What follows belongs to an exercise in optimizing a design on an open flow for small area and a short achievable clock period; a production flow would make more cautious choices.
The RTL was checked by simulation tests, not by an equivalence proof against the original design.
No activity file was given, so power comes from the tool's default toggle rates.

### config.mk
export PLATFORM = sky130hd
export DESIGN_NAME = rv_dmem
export DESIGN_NICKNAME = rv_dmem
export VERILOG_FILES = /design/flow/design.v
export SDC_FILE = /design/flow/constraint.sdc
export NUM_CORES = 4
export LEC_CHECK = 0
export CAP_MARGIN = 20
export CORE_MARGIN = 2
export CORE_UTILIZATION = 60
export CTS_CLUSTER_DIAMETER = 80
export CTS_CLUSTER_SIZE = 24
export GPL_TIMING_DRIVEN = 1
export SETUP_SLACK_MARGIN = 1.7
export SLEW_MARGIN = 20
export SYNTH_HIERARCHICAL = 1
export SYNTH_MINIMUM_KEEP_SIZE = 0
### constraint.sdc
create_clock -name core_clock -period 3.6 [get_ports {clk_in}]
set_input_delay 0.7200 -clock core_clock [delete_from_list [all_inputs] [get_ports {clk_in}]]
set_output_delay 0.7200 -clock core_clock [all_outputs]
set_load 0.01 [all_outputs]
### design.v
`default_nettype none
module rv_dmem (
    input  logic        clk_in,
    input  logic        rst_in,
    input  logic [31:0] dm_addr,
    input  logic [31:0] dm_data_out,
    input  logic [3:0]  dm_wr_mask,
    input  logic        dm_wr_req,
    output logic [31:0] dm_data_in,
    output logic        dm_ready,
    output logic        err_mask,
    output logic        err_range
);
    localparam int MEM_DEPTH = 64;
    logic [5:0]  r_clr_idx;
    logic        r_clear;         
    logic [31:0] r_mem [MEM_DEPTH];
    logic        w_in_range;
    logic        w_mask_legal;
    logic        w_mask_zero;
    logic        w_clear;
    logic        w_wr_ok;
    logic        w_rd_ok;
    logic [7:0]  w_dhi;           
    logic [7:0]  w_dlo;           
    logic [3:0]  w_lane_wr;       
    logic [7:0]  w_npa [4];       
    logic [7:0]  w_npb;           
    logic [MEM_DEPTH-1:0] w_rsel;
    logic [31:0] w_wdata;
    logic [31:0] w_rdata;
    logic        w_unused;
    assign w_unused    = ^dm_addr[1:0];
    logic [5:0] w_z4;             
    logic [1:0] w_hi_n;           
    generate
        for (genvar g = 0; g < 6; g++) begin : g_z4
            rv_dmem_g_nor4 u_z (.a(dm_addr[8+4*g]), .b(dm_addr[9+4*g]), .c(dm_addr[10+4*g]),
                                .d(dm_addr[11+4*g]), .y(w_z4[g]));
        end
        for (genvar h = 0; h < 2; h++) begin : g_hi
            rv_dmem_g_nand3 u_h (.a(w_z4[3*h]), .b(w_z4[3*h+1]), .c(w_z4[3*h+2]),
                                 .y(w_hi_n[h]));
        end
    endgenerate
    rv_dmem_g_nor2 u_in_range (.a(w_hi_n[0]), .b(w_hi_n[1]), .y(w_in_range));
    assign w_mask_zero = (dm_wr_mask == 4'b0000);
    always_comb begin
        case (dm_wr_mask)
            4'b0001, 4'b0010, 4'b0100, 4'b1000,
            4'b0011, 4'b1100, 4'b1111: w_mask_legal = 1'b1;
            default:                   w_mask_legal = 1'b0;
        endcase
    end
    assign w_clear = r_clear;
    assign w_wr_ok = ~rst_in & dm_wr_req & w_mask_legal;
    assign w_rd_ok = ~rst_in & ~r_clear & ~dm_wr_req & w_in_range;
    logic w_run;                  
    assign w_run = ~r_clear;
    generate
        for (genvar b = 0; b < 32; b++) begin : g_wd
            rv_dmem_g_and2 u_wd (.a(dm_data_out[b]), .b(w_run), .y(w_wdata[b]));
        end
    endgenerate
    rv_dmem_g_dec3 u_dhi (.a(dm_addr[7:5]), .y(w_dhi));
    rv_dmem_g_dec3 u_dlo (.a(dm_addr[4:2]), .y(w_dlo));
    always_comb begin
        for (int l = 0; l < 4; l++)
            w_lane_wr[l] = w_wr_ok & dm_wr_mask[l] & w_z4[3] & w_z4[4] & w_z4[5];
    end
    generate
        for (genvar j = 0; j < 8; j++) begin : g_pre
            rv_dmem_g_aoi41 u_npb (.a({w_dlo[j], w_z4[2:0]}), .b(w_clear), .y(w_npb[j]));
            for (genvar l = 0; l < 4; l++) begin : g_lane
                rv_dmem_g_aoi21 u_npa (.a0(w_dhi[j]), .a1(w_lane_wr[l]), .b(w_clear),
                                       .y(w_npa[l][j]));
            end
        end
        for (genvar i = 0; i < MEM_DEPTH; i++) begin : g_rsel
            rv_dmem_g_and2 u_rsel (.a(w_dhi[i / 8]), .b(w_dlo[i % 8]), .y(w_rsel[i]));
        end
    endgenerate
    generate
        for (genvar i = 0; i < MEM_DEPTH; i++) begin : g_word
            for (genvar l = 0; l < 4; l++) begin : g_lane
                logic w_en;
                rv_dmem_g_nor2 u_en (.a(w_npa[l][i / 8]), .b(w_npb[i % 8]), .y(w_en));
                always_ff @(posedge clk_in) begin
                    if (w_en)
                        r_mem[i][8*l +: 8] <= w_wdata[8*l +: 8];
                end
            end
        end
    endgenerate
    generate
        for (genvar b = 0; b < 32; b++) begin : g_bit
            logic [63:0] w_t_n;
            logic [15:0] w_u;
            logic [7:0]  w_v_n;
            logic [1:0]  w_w;
            for (genvar i = 0; i < MEM_DEPTH; i++) begin : g_t
                rv_dmem_g_nand2 u_t (.a(w_rsel[i]), .b(r_mem[i][b]), .y(w_t_n[i]));
            end
            for (genvar g = 0; g < 16; g++) begin : g_n4
                rv_dmem_g_nand4 u_u (.a(w_t_n[4*g]), .b(w_t_n[4*g+1]), .c(w_t_n[4*g+2]),
                                     .d(w_t_n[4*g+3]), .y(w_u[g]));
            end
            for (genvar g = 0; g < 8; g++) begin : g_r2
                rv_dmem_g_nor2 u_v (.a(w_u[2*g]), .b(w_u[2*g+1]), .y(w_v_n[g]));
            end
            for (genvar g = 0; g < 2; g++) begin : g_w4
                rv_dmem_g_nand4 u_w (.a(w_v_n[4*g]), .b(w_v_n[4*g+1]), .c(w_v_n[4*g+2]),
                                     .d(w_v_n[4*g+3]), .y(w_w[g]));
            end
            rv_dmem_g_oa21 u_o (.a0(w_w[0]), .a1(w_w[1]), .b(w_rd_ok), .y(w_rdata[b]));
        end
    endgenerate
    always_ff @(posedge clk_in) begin
        if (rst_in) begin
            r_clr_idx <= '0;
            r_clear   <= 1'b1;
            dm_ready  <= 1'b0;
            err_mask  <= 1'b0;
            err_range <= 1'b0;
        end else begin
            r_clr_idx <= r_clr_idx + 1'b1;
            if (r_clr_idx == 6'd63) begin
                r_clear  <= 1'b0;
                dm_ready <= 1'b1;
            end
            if (!r_clear) begin
                if (!w_in_range)
                    err_range <= 1'b1;
                if (dm_wr_req && !w_mask_legal && !w_mask_zero)
                    err_mask <= 1'b1;
            end
        end
    end
    always_ff @(posedge clk_in) begin
        dm_data_in <= w_rdata;
    end
endmodule
module rv_dmem_g_nand4 (
    input  logic a, b, c, d,
    output logic y
);
    assign y = ~(a & b & c & d);
endmodule
module rv_dmem_g_nand2 (
    input  logic a, b,
    output logic y
);
    assign y = ~(a & b);
endmodule
module rv_dmem_g_aoi21 (
    input  logic a0, a1, b,
    output logic y
);
    assign y = ~((a0 & a1) | b);
endmodule
module rv_dmem_g_and2 (
    input  logic a, b,
    output logic y
);
    assign y = a & b;
endmodule
module rv_dmem_g_dec3 (
    input  logic [2:0] a,
    output logic [7:0] y
);
    always_comb begin
        for (int k = 0; k < 8; k++)
            y[k] = (a == 3'(k));
    end
endmodule
module rv_dmem_g_nor4 (
    input  logic a, b, c, d,
    output logic y
);
    assign y = ~(a | b | c | d);
endmodule
module rv_dmem_g_oa21 (
    input  logic a0, a1, b,
    output logic y
);
    assign y = (a0 | a1) & b;
endmodule
module rv_dmem_g_aoi41 (
    input  logic [3:0] a,
    input  logic       b,
    output logic       y
);
    assign y = ~((&a) | b);
endmodule
module rv_dmem_g_nand3 (
    input  logic a, b, c,
    output logic y
);
    assign y = ~(a & b & c);
endmodule
module rv_dmem_g_nor2 (
    input  logic a, b,
    output logic y
);
    assign y = ~(a | b);
endmodule
`default_nettype wire
### run.sh
#!/bin/bash
# synth_recipe.tcl (not shown) runs the flow's synth.tcl, then flattens the netlist and writes it again
# the make line also repeats each setting of config.mk as NAME=value (left out here)
make -C /OpenROAD-flow-scripts/flow DESIGN_CONFIG=/design/flow/config.mk WORK_HOME=/design/flow/orfs CLKGATE_MAP_FILE= SYNTH_SCRIPT=/design/flow/synth_recipe.tcl finish
==> notes.md, run 1 <==
* CTS tree: built
* P_sw at 0.007697 W
* WP buf/inv at 4
* CTS sink cnt at 2090
* Slew at the pin with the worst max-slew slack at 834.4 ps
* Met3 global-route usage at 0.06486
* DRT Wirelength at 238600 um
* Worst min path class: input pin to flip-flop
* Via count at 50520
* Clk Latency, worst-skew pair at 760 ps
* CP top delay family: simple AND/OR/NAND/NOR gates
* Total grt overflow at 0
* M2 GR Usage at 0.5402
* Logic pwr share at 0.012
* Buffers on Ports at 103
* First-pass GRT wire length at 327900 um
* Vias in the first global route at 46630
* Met1 usage at 0.5309
* Most frequent cells in the layout: 2048 x edfxtp_1, 2011 x nand2_1, 578 x nand4_1, 370 x buf_6, 253 x nor2_2
* Cts hold-fix bufs at 0
* Total track usage at 0.3560
* Outcome: complete, no violations
* DPL Wire Length at 134800 um
* CP max stage delay at 290 ps
* CTS Buf Count at 99
* Routed wire per std cell at 29.38 um
* CORE AREA at 0.1277 mm2
* Post-Synthesis Cell Area at 0.07728 mm2
* Post-synthesis sequential area ratio at 0.8067
* Full die area at 0.1317 mm2
* P&R area growth vs syn at 23.34%
* Drc violations at 0
* GRT Max-Usage Layer: met2
* Syn nets at 5535
* Slowest CP cell: bufbuf_16
* Layout cells sized above 1 at 0.2278
* CP required at 4220 ps
* Switching Share at 0.1938
* Fillers at 7908
* Maximum VDD drop at 0.0004080 V
* Die extent in x at 362.9 um
* Final setup TNS at 0 ps
* # Max-Cap Violations at 0
* Synthesis-stage register bit count at 2090
* Clock Path Buffers at 3
* Critical Path AT at 2810 ps
* Clock Tree Root: clkbuf_16
* Warnings from Yosys at 11
* DRT iter0 DRCs at 7876
* Internal power at 0.03202 W
* Crit path capture type: flip-flop
* Hold Fails Final Rpt at 0
* Vias per inst at 6.220
* CTS H-Tree Depth at 3
* Syn_area_per_cell at 14.15 um2
* RSZ-0062 raised after global routing: yes
* Power Total at 0.03971 W
* Placer Congestion at 0.8499
* PD cells at 416.7 mW/mm2
* Crit share post-route at 0.6070
* Nets@finish at 6449
* Post-Syn Instances at 5463
* CTS clk-pin slew, worst paths at 90 ps
* Max Freq at 0.4576 GHz
* Die height at 362.9 um
* Cells along the critical path: buf_12 > buf_12 > buf_16 > and3b_4 > and2_4 > bufbuf_16 > nand2_1 > nand4_1 > nor2_2 > nand4_1 > o21a_1
* Slew Viols, Final at 0
* Clk pwr share at 0.327
* Reg2reg setup slack at 1760 ps
* CP Class: input pin to flip-flop
* Crit path time final at 2185 ps
* Worst Setup Start Kind: input pin
* Hold WS at 448.7 ps
* Initial Util at 0.6052
* Commonest non-fill, non-tap cell in the layout: edfxtp_1
* Routed Antenna Nets at 0
* Final setup violation count at 0
* Ports at 106
* Initial antenna violation count at 9
* FP Rows at 131
* Sequential fraction of design power at 0.661
* Largest net degree at the start of global routing at 65
* Worst-path maximum fanout at 7
* Pre-antenna DRT Iters at 6
* Yosys cell types at 30
* Leak at 38.11 nW
* Slew HR at 0.4437
* Worst Skew at 26.57 ps
area by class of cell:
class,instances,area [um2],share of cell area
Antenna cell,6,15.01,0.0001575
Clock buffer,164,2836,0.02976
Clock inverter,14,155.1,0.001628
Inverter,2,11.26,0.0001182
Multi-Input combinational cell,3375,17130,0.1797
Sequential cell,2090,62400,0.6547
Tap cell,1662,2079,0.02182
Timing Repair Buffer,808,10670,0.1120
Timing Repair inverter,1,7.507,0.00007877
tightest hold or removal path: stages:
cell,delay [ps]
buf_6,70
nor4_4,40
nand3_1,70
nor2_2,50
nor2_1,90
nor2_1,50
nor2_1,70
through the flow:
step,instance area [um2],util,std cells,setup WS [ps]
floorplan,77350,-,5463,-761.8
global placement,85550,0.6700,7745,228.0
detailed placement,85550,0.6700,7745,212.6
CTS,93160,0.7296,8087,1521
global route,95300,0.7464,8118,1410
finish,95310,0.7464,8122,1415
routing by layer:
metal / wire [um] / part of all wire
met5: 20 / 0.000084
met4: 8580 / 0.036
met3: 31000 / 0.13
met2: 108700 / 0.46
met1: 90350 / 0.38
per-module statistics from Yosys, one instance, submodules excluded, excerpt:
module | cell area, um2 | times used | cells
rv_dmem_g_dec3 | 65.06 | 2 | 8
rv_dmem_g_aoi21 | 8.758 | 32 | 1
rv_dmem_g_oa21 | 7.507 | 32 | 1
rv_dmem_g_and2 | 6.256 | 96 | 1
rv_dmem_g_aoi41 | 16.27 | 8 | 1
rv_dmem_g_nor4 | 12.51 | 6 | 1
rv_dmem_g_nand3 | 5.005 | 2 | 1
rv_dmem_g_nand4 | 6.256 | 576 | 1
rv_dmem_g_nand2 | 3.754 | 2048 | 1
rv_dmem | 62590 | 1 | 2134
power by group through the flow:
stage                     registers (W)  logic (W)  clock network, W
final                            0.0262   0.000482            0.0130
after global routing             0.0262   0.000489            0.0138
after CTS                        0.0262   0.000449            0.0130
after detailed placement         0.0268   0.000317                 0
after global placement           0.0268   0.000314                 0
after floorplan                  0.0268  0.0000785                 0
kinds of logic (layout without fill, tap and decap cells):
logic type,count (synthesis),in the layout,share of synthesized area
DFF,2090,2090,0.8067
other,0,6,0
AOI/OAI and AO/OA,82,82,0.009197
adders and majority gates,1,1,0.0001619
xor gates and xnor gates,3,3,0.0003401
and+or+nand+nor,3284,3289,0.1834
buffers and inverters,3,989,0.0001457
Yosys cell counts:
master	number	area, um2
inv_1	2	7.510
nor3_1	2	10.01
o22a_1	1	8.760
and3_2	2	15.01
o21a_1	32	240.2
ha_1	1	12.51
xnor2_1	1	8.760
a41oi_1	1	8.760
clkbuf_1	1	3.750
a41oi_2	8	130.1
and3_1	5	31.28
nor2_1	522	1959
nand4_1	578	3616
and3b_2	6	60.06
a21oi_1	2	10.01
nor2b_1	1	6.260
a21oi_2	32	280.3
o21ai_0	5	25.02
and2_1	96	600.6
xor2_1	2	17.52
edfxtp_1	2048	61500
nor3b_1	6	45.04
or3_1	1	6.260
nand3_1	8	40.04
dfxtp_1	42	840.8
nand2_1	2049	7691
nor4b_1	1	8.760
a21o_1	1	7.510
nand3_2	1	10.01
nor4_2	6	75.07
worst paths after layout:
check	from	endpoint	cells past startpoint
worst max-delay path	dm_addr[5]	dm_data_in[31]	11
worst max register to register	r_clear	r_mem[5][27]	4
worst min-delay path	dm_addr[24]	err_range	7
worst min register to register	dm_ready	dm_ready	2
flip-flops by register name, indices dropped and copies added (netlist names):
name	count
err_mask	1
r_clr_idx	6
r_mem	2048
dm_data_in	32
r_clear	1
err_range	1
dm_ready	1
what timing repair did:
item | in CTS | in global routing
setup buffers | 105 | 18
pin swaps | 253 | 181
gates resized for setup | 932 | 525
endpoints found under the setup margin | 4163 | 2176
cloned | 59 | 11
hold endpoints to repair | 0 | 0
==> run 2: changes to the inputs <==
--- a/config.mk
+++ b/config.mk
@@ -10,6 +10,6 @@
 export CORE_UTILIZATION = 60
-export CTS_CLUSTER_DIAMETER = 80
-export CTS_CLUSTER_SIZE = 24
+export CTS_CLUSTER_DIAMETER = 90
+export CTS_CLUSTER_SIZE = 28
 export GPL_TIMING_DRIVEN = 1
-export SETUP_SLACK_MARGIN = 1.7
+export SETUP_SLACK_MARGIN = 1.6
 export SLEW_MARGIN = 20
==> notes.md, run 2 <==
* Total track usage at 0.3324 (-0.02361)
* Cts hold-fix bufs at 0 (unchanged)
* Biggest register: r_mem
* First-pass GRT wire length at 308600 um (-5.9%)
* CTS sink cnt at 2090 (unchanged)
* Reg2reg setup slack at 1600 ps (-160 ps)
* CORE AREA at 0.1277 mm2 (unchanged)
* Leak at 36.22 nW (-5.0%)
* CP required at 4250 ps (+30 ps)
* Crit path time final at 2085 ps (-100.1 ps)
* Post-Syn Instances at 5463 (unchanged)
* Number of flip-flops in the largest register at 2048 (unchanged)
* Vias in the first global route at 44970 (-3.6%)
* Max Freq at 0.4796 GHz (+4.8%)
* Hold WS at 457.8 ps (+9.068 ps)
* Layout cells sized above 1 at 0.1777 (-0.05006)
* Top_reg_cell synth: edfxtp_1
* CTS Buf Count at 84 (-15%)
* Maximum VDD drop at 0.0004857 V (+19%)
* Largest net degree at the start of global routing at 65 (unchanged)
* Cell with the most instances after synthesis: nand2_1
* Initial Util at 0.6052 (unchanged)
* Routed Antenna Nets at 0 (unchanged)
* CP Class: input pin to flip-flop
* Outcome: complete, no violations
* # Max-Cap Violations at 0 (unchanged)
* M2 GR Usage at 0.5112 (-0.02896)
* Area of the multi-input gates at 0.01624 mm2 (-5.2%)
* Final setup violation count at 0 (unchanged)
* Crit path to: dm_data_in[12]
* PD cells at 421.1 mW/mm2 (+1.1%)
* DPL Wire Length at 134800 um (unchanged)
* Worst setup margin at 1515 ps (+100.1 ps)
* DRT Wirelength at 223700 um (-6.3%)
* Initial antenna violation count at 9 (unchanged)
* Most frequent cells in the layout: 2048 x edfxtp_1, 2046 x nand2_1, 578 x nand4_1, 322 x nor2_1, 317 x buf_4
* Via count at 48880 (-3.3%)
* Yosys top cell by area: edfxtp_1
* Clock Tree Root: clkbuf_16
* CTS tree: built
* P&R area growth vs syn at 17.90%
* Clock Path Buffers at 3 (unchanged)
* Largest regs: r_mem x2048, dm_data_in x32, r_clr_idx x6
* Post-Synthesis Cell Area at 0.07728 mm2 (unchanged)
* Post-synth top cells: 2049 x nand2_1, 2048 x edfxtp_1, 578 x nand4_1
* FF+latch area at 0.06239 mm2 (about the same)
* Synthesis-stage register bit count at 2090 (unchanged)
* Syn nets at 5535 (unchanged)
* Hold Fails Final Rpt at 0 (unchanged)
* Pre-antenna DRT Iters at 5 (-1)
* Nets@finish at 6336 (-1.8%)
* Post-place setup slack at 212.6 ps (unchanged)
* Clk Latency, worst-skew pair at 740 ps (-20 ps)
* Crit share post-route at 0.5792 (-0.02781)
* FF-to-FF Start: r_clear
* CTS H-Tree Depth at 3 (unchanged)
* CP Launch Point: dm_addr[5]
* Total grt overflow at 0 (unchanged)
* Full die area at 0.1317 mm2 (unchanged)
* DRT iter0 DRCs at 7337 (-6.8%)
* Worst Setup Start Kind: input pin
* Vias per inst at 6.119 (-1.6%)
* Syn_area_per_cell at 14.15 um2 (unchanged)
* Met1 usage at 0.5045 (-0.02645)
* Reg2reg path depth at 7 (+3)
* Worst min path class: flip-flop to flip-flop
* Die height at 362.9 um (unchanged)
* R2r endpoint: dm_data_in[31]
* Slew Viols, Final at 0 (unchanged)
* Top cells by area, synth: edfxtp_1 80%, nand2_1 10%, nand4_1 4.7%
* Commonest non-fill, non-tap cell in the layout: edfxtp_1
* Slew HR at 0.3638 (-0.07987)
* Critical Path AT at 2730 ps (-80 ps)
* Met3 global-route usage at 0.05212 (-0.01275)
* Die extent in x at 362.9 um (unchanged)
* Placer Congestion at 0.8499 (unchanged)
* Number of flops mapped to enable cells by yosys at 2048 (unchanged)
* Share of Yosys cell area claimed by the top area cell type at 0.7958 (unchanged)
* FP Rows at 131 (unchanged)
* Post-synthesis sequential area ratio at 0.8067 (unchanged)
* Worst Skew at 30.00 ps (+3.430 ps)
* Warnings from Yosys at 11 (unchanged)
* Worst-path maximum fanout at 16 (+9)
* Ports at 106 (unchanged)
* Routed wire per std cell at 28.00 um (-4.7%)
* RSZ-0062 raised after global routing: yes
* CTS clk-pin slew, worst paths at 110 ps (+20 ps)
* Buffers on Ports at 103 (unchanged)
* GRT Max-Usage Layer: met2
* Crit path capture type: flip-flop
* Yosys cell types at 30 (unchanged)
* Drc violations at 0 (unchanged)
* Synth async-reset ratio at 0 (unchanged)
* Fillers at 8516 (+7.7%)
* Slew at the pin with the worst max-slew slack at 954.2 ps (+119.8 ps)
## run 2: area by class of cell
| cell class | count | share of cell area |
|---|---|---|
| Multi-Input combinational cell | 3374 | 0.1782 |
| Antenna cell | 1 | 0.00002747 |
| Clock inverter | 1 | 0.0001236 |
| Inverter | 2 | 0.0001236 |
| Sequential cell | 2090 | 0.6848 |
| Timing Repair Buffer | 711 | 0.08693 |
| Timing Repair inverter | 1 | 0.00008240 |
| Clock buffer | 146 | 0.02679 |
| Tap cell | 1662 | 0.02283 |
## run 2: worst min-delay path by stage
stage / start / endpoint / slack, ps / cells after the start
3_5_place_dp: dm_ready / dm_ready / 440 / 2
2_1_floorplan: r_clr_idx[0] / r_clr_idx[0] / 430 / 1
4_1_cts: dm_wr_req / err_mask / 460 / 3
3_3_place_gp: dm_ready / dm_ready / 440 / 2
6_report: dm_ready / dm_ready / 460 / 2
5_1_grt: dm_ready / dm_ready / 490 / 2
## run 2: timing repair
| item | 4_1_cts | 5_1_grt |
|---|---|---|
| setup endpoints to repair | 4163 | 2080 |
| setup buffers | 27 | 38 |
| endpoints found under the hold margin | 0 | 0 |
| pin swaps | 79 | 99 |
| gates cloned | 17 | 13 |
| gates resized for setup | 457 | 381 |
## run 2: per-module statistics from Yosys (local to each module, per instance)
module	cells inside	times used	cell area, um2
rv_dmem_g_nor2	1	513	3.754
rv_dmem_g_nor4	1	6	12.51
rv_dmem_g_and2	1	96	6.256
rv_dmem_g_aoi41	1	8	16.27
rv_dmem_g_nand2	1	2048	3.754
rv_dmem_g_dec3	8	2	65.06
rv_dmem_g_aoi21	1	32	8.758
rv_dmem_g_nand3	1	2	5.005
rv_dmem_g_nand4	1	576	6.256
rv_dmem_g_oa21	1	32	7.507
rv_dmem	2134	1	62590
## run 2: report_power, final
part	switching, W	internal (W)	leakage [nW]
Clock	0.00704	0.00469	1.17
Combinational	0.000225	0.000163	9.42
Sequential	0.00000259	0.0262	25.6
## run 2: cell families after synthesis
family / count (synthesis) / share of synthesized area
flip-flops: 2090 / 0.8067
buffers and inverters: 3 / 0.0001457
adder cells (fa/ha/maj): 1 / 0.0001619
AO/OA/AOI/OAI: 82 / 0.009197
XOR/XNOR: 3 / 0.0003401
AND/OR/NAND/NOR: 3284 / 0.1834
## run 2: worst max-delay path, stage by stage
cell,delay [ps]
buf_8,120
buf_12,140
and3b_2,270
and2_4,190
buf_12,150
nand2_1,70
nand4_1,240
nor2_4,230
nand4_1,290
o21a_1,270
## run 2: routing by layer
metal  up-vias  part of all wire
met5         -          0.000089
met1     24360              0.40
met2      2695              0.46
met4         4             0.027
met3       273              0.12
li1      21550                 -
## run 2: per-stage QoR
| stage | util | instances | power [W] | cell area (um2) | setup TNS (ps) |
|---|---|---|---|---|---|
| floorplan | - | 5463 | 0.02689 | 77350 | -24380 |
| global placement | 0.6700 | 7745 | 0.02712 | 85550 | 0 |
| detailed placement | 0.6700 | 7745 | 0.02713 | 85550 | 0 |
| CTS | 0.6988 | 7936 | 0.03842 | 89230 | 0 |
| global route | 0.7135 | 7988 | 0.03925 | 91100 | 0 |
| finish | 0.7135 | 7988 | 0.03836 | 91100 | 0 |

## static timing again, ports no longer ideal
Ports are ideal in the flow. The routed layouts listed here were re-timed in OpenROAD.
Step 1: set_driving_cell puts a clkbuf_16 on clk_in and a buf_2 on each other input, an assumption about the parent block.
Step 2 also shifts input and output timing later by t, the mid clock arrival at the registers, as if the neighbouring blocks saw the same clock.
Three values: no drivers, after step 1, after step 2; two values: the first two.
| run | t, ns | setup WS [ns] | worst hold slack (ns) | worst setup path at the end |
|---|---|---|---|---|
| run 1 | 0.822 | 1.415 / 1.400 / 0.578 | 0.449 / 0.413 / 0.459 | input to register |
| run 2 | 0.819 | 1.515 / 1.429 / 0.639 | 0.458 / 0.424 / 0.458 | input to register |
After both steps setup and hold are still met in every run listed. For run 2, which loses most, drivers alone change the setup slack by -0.086 ns; drivers and shift together by -0.876 ns.
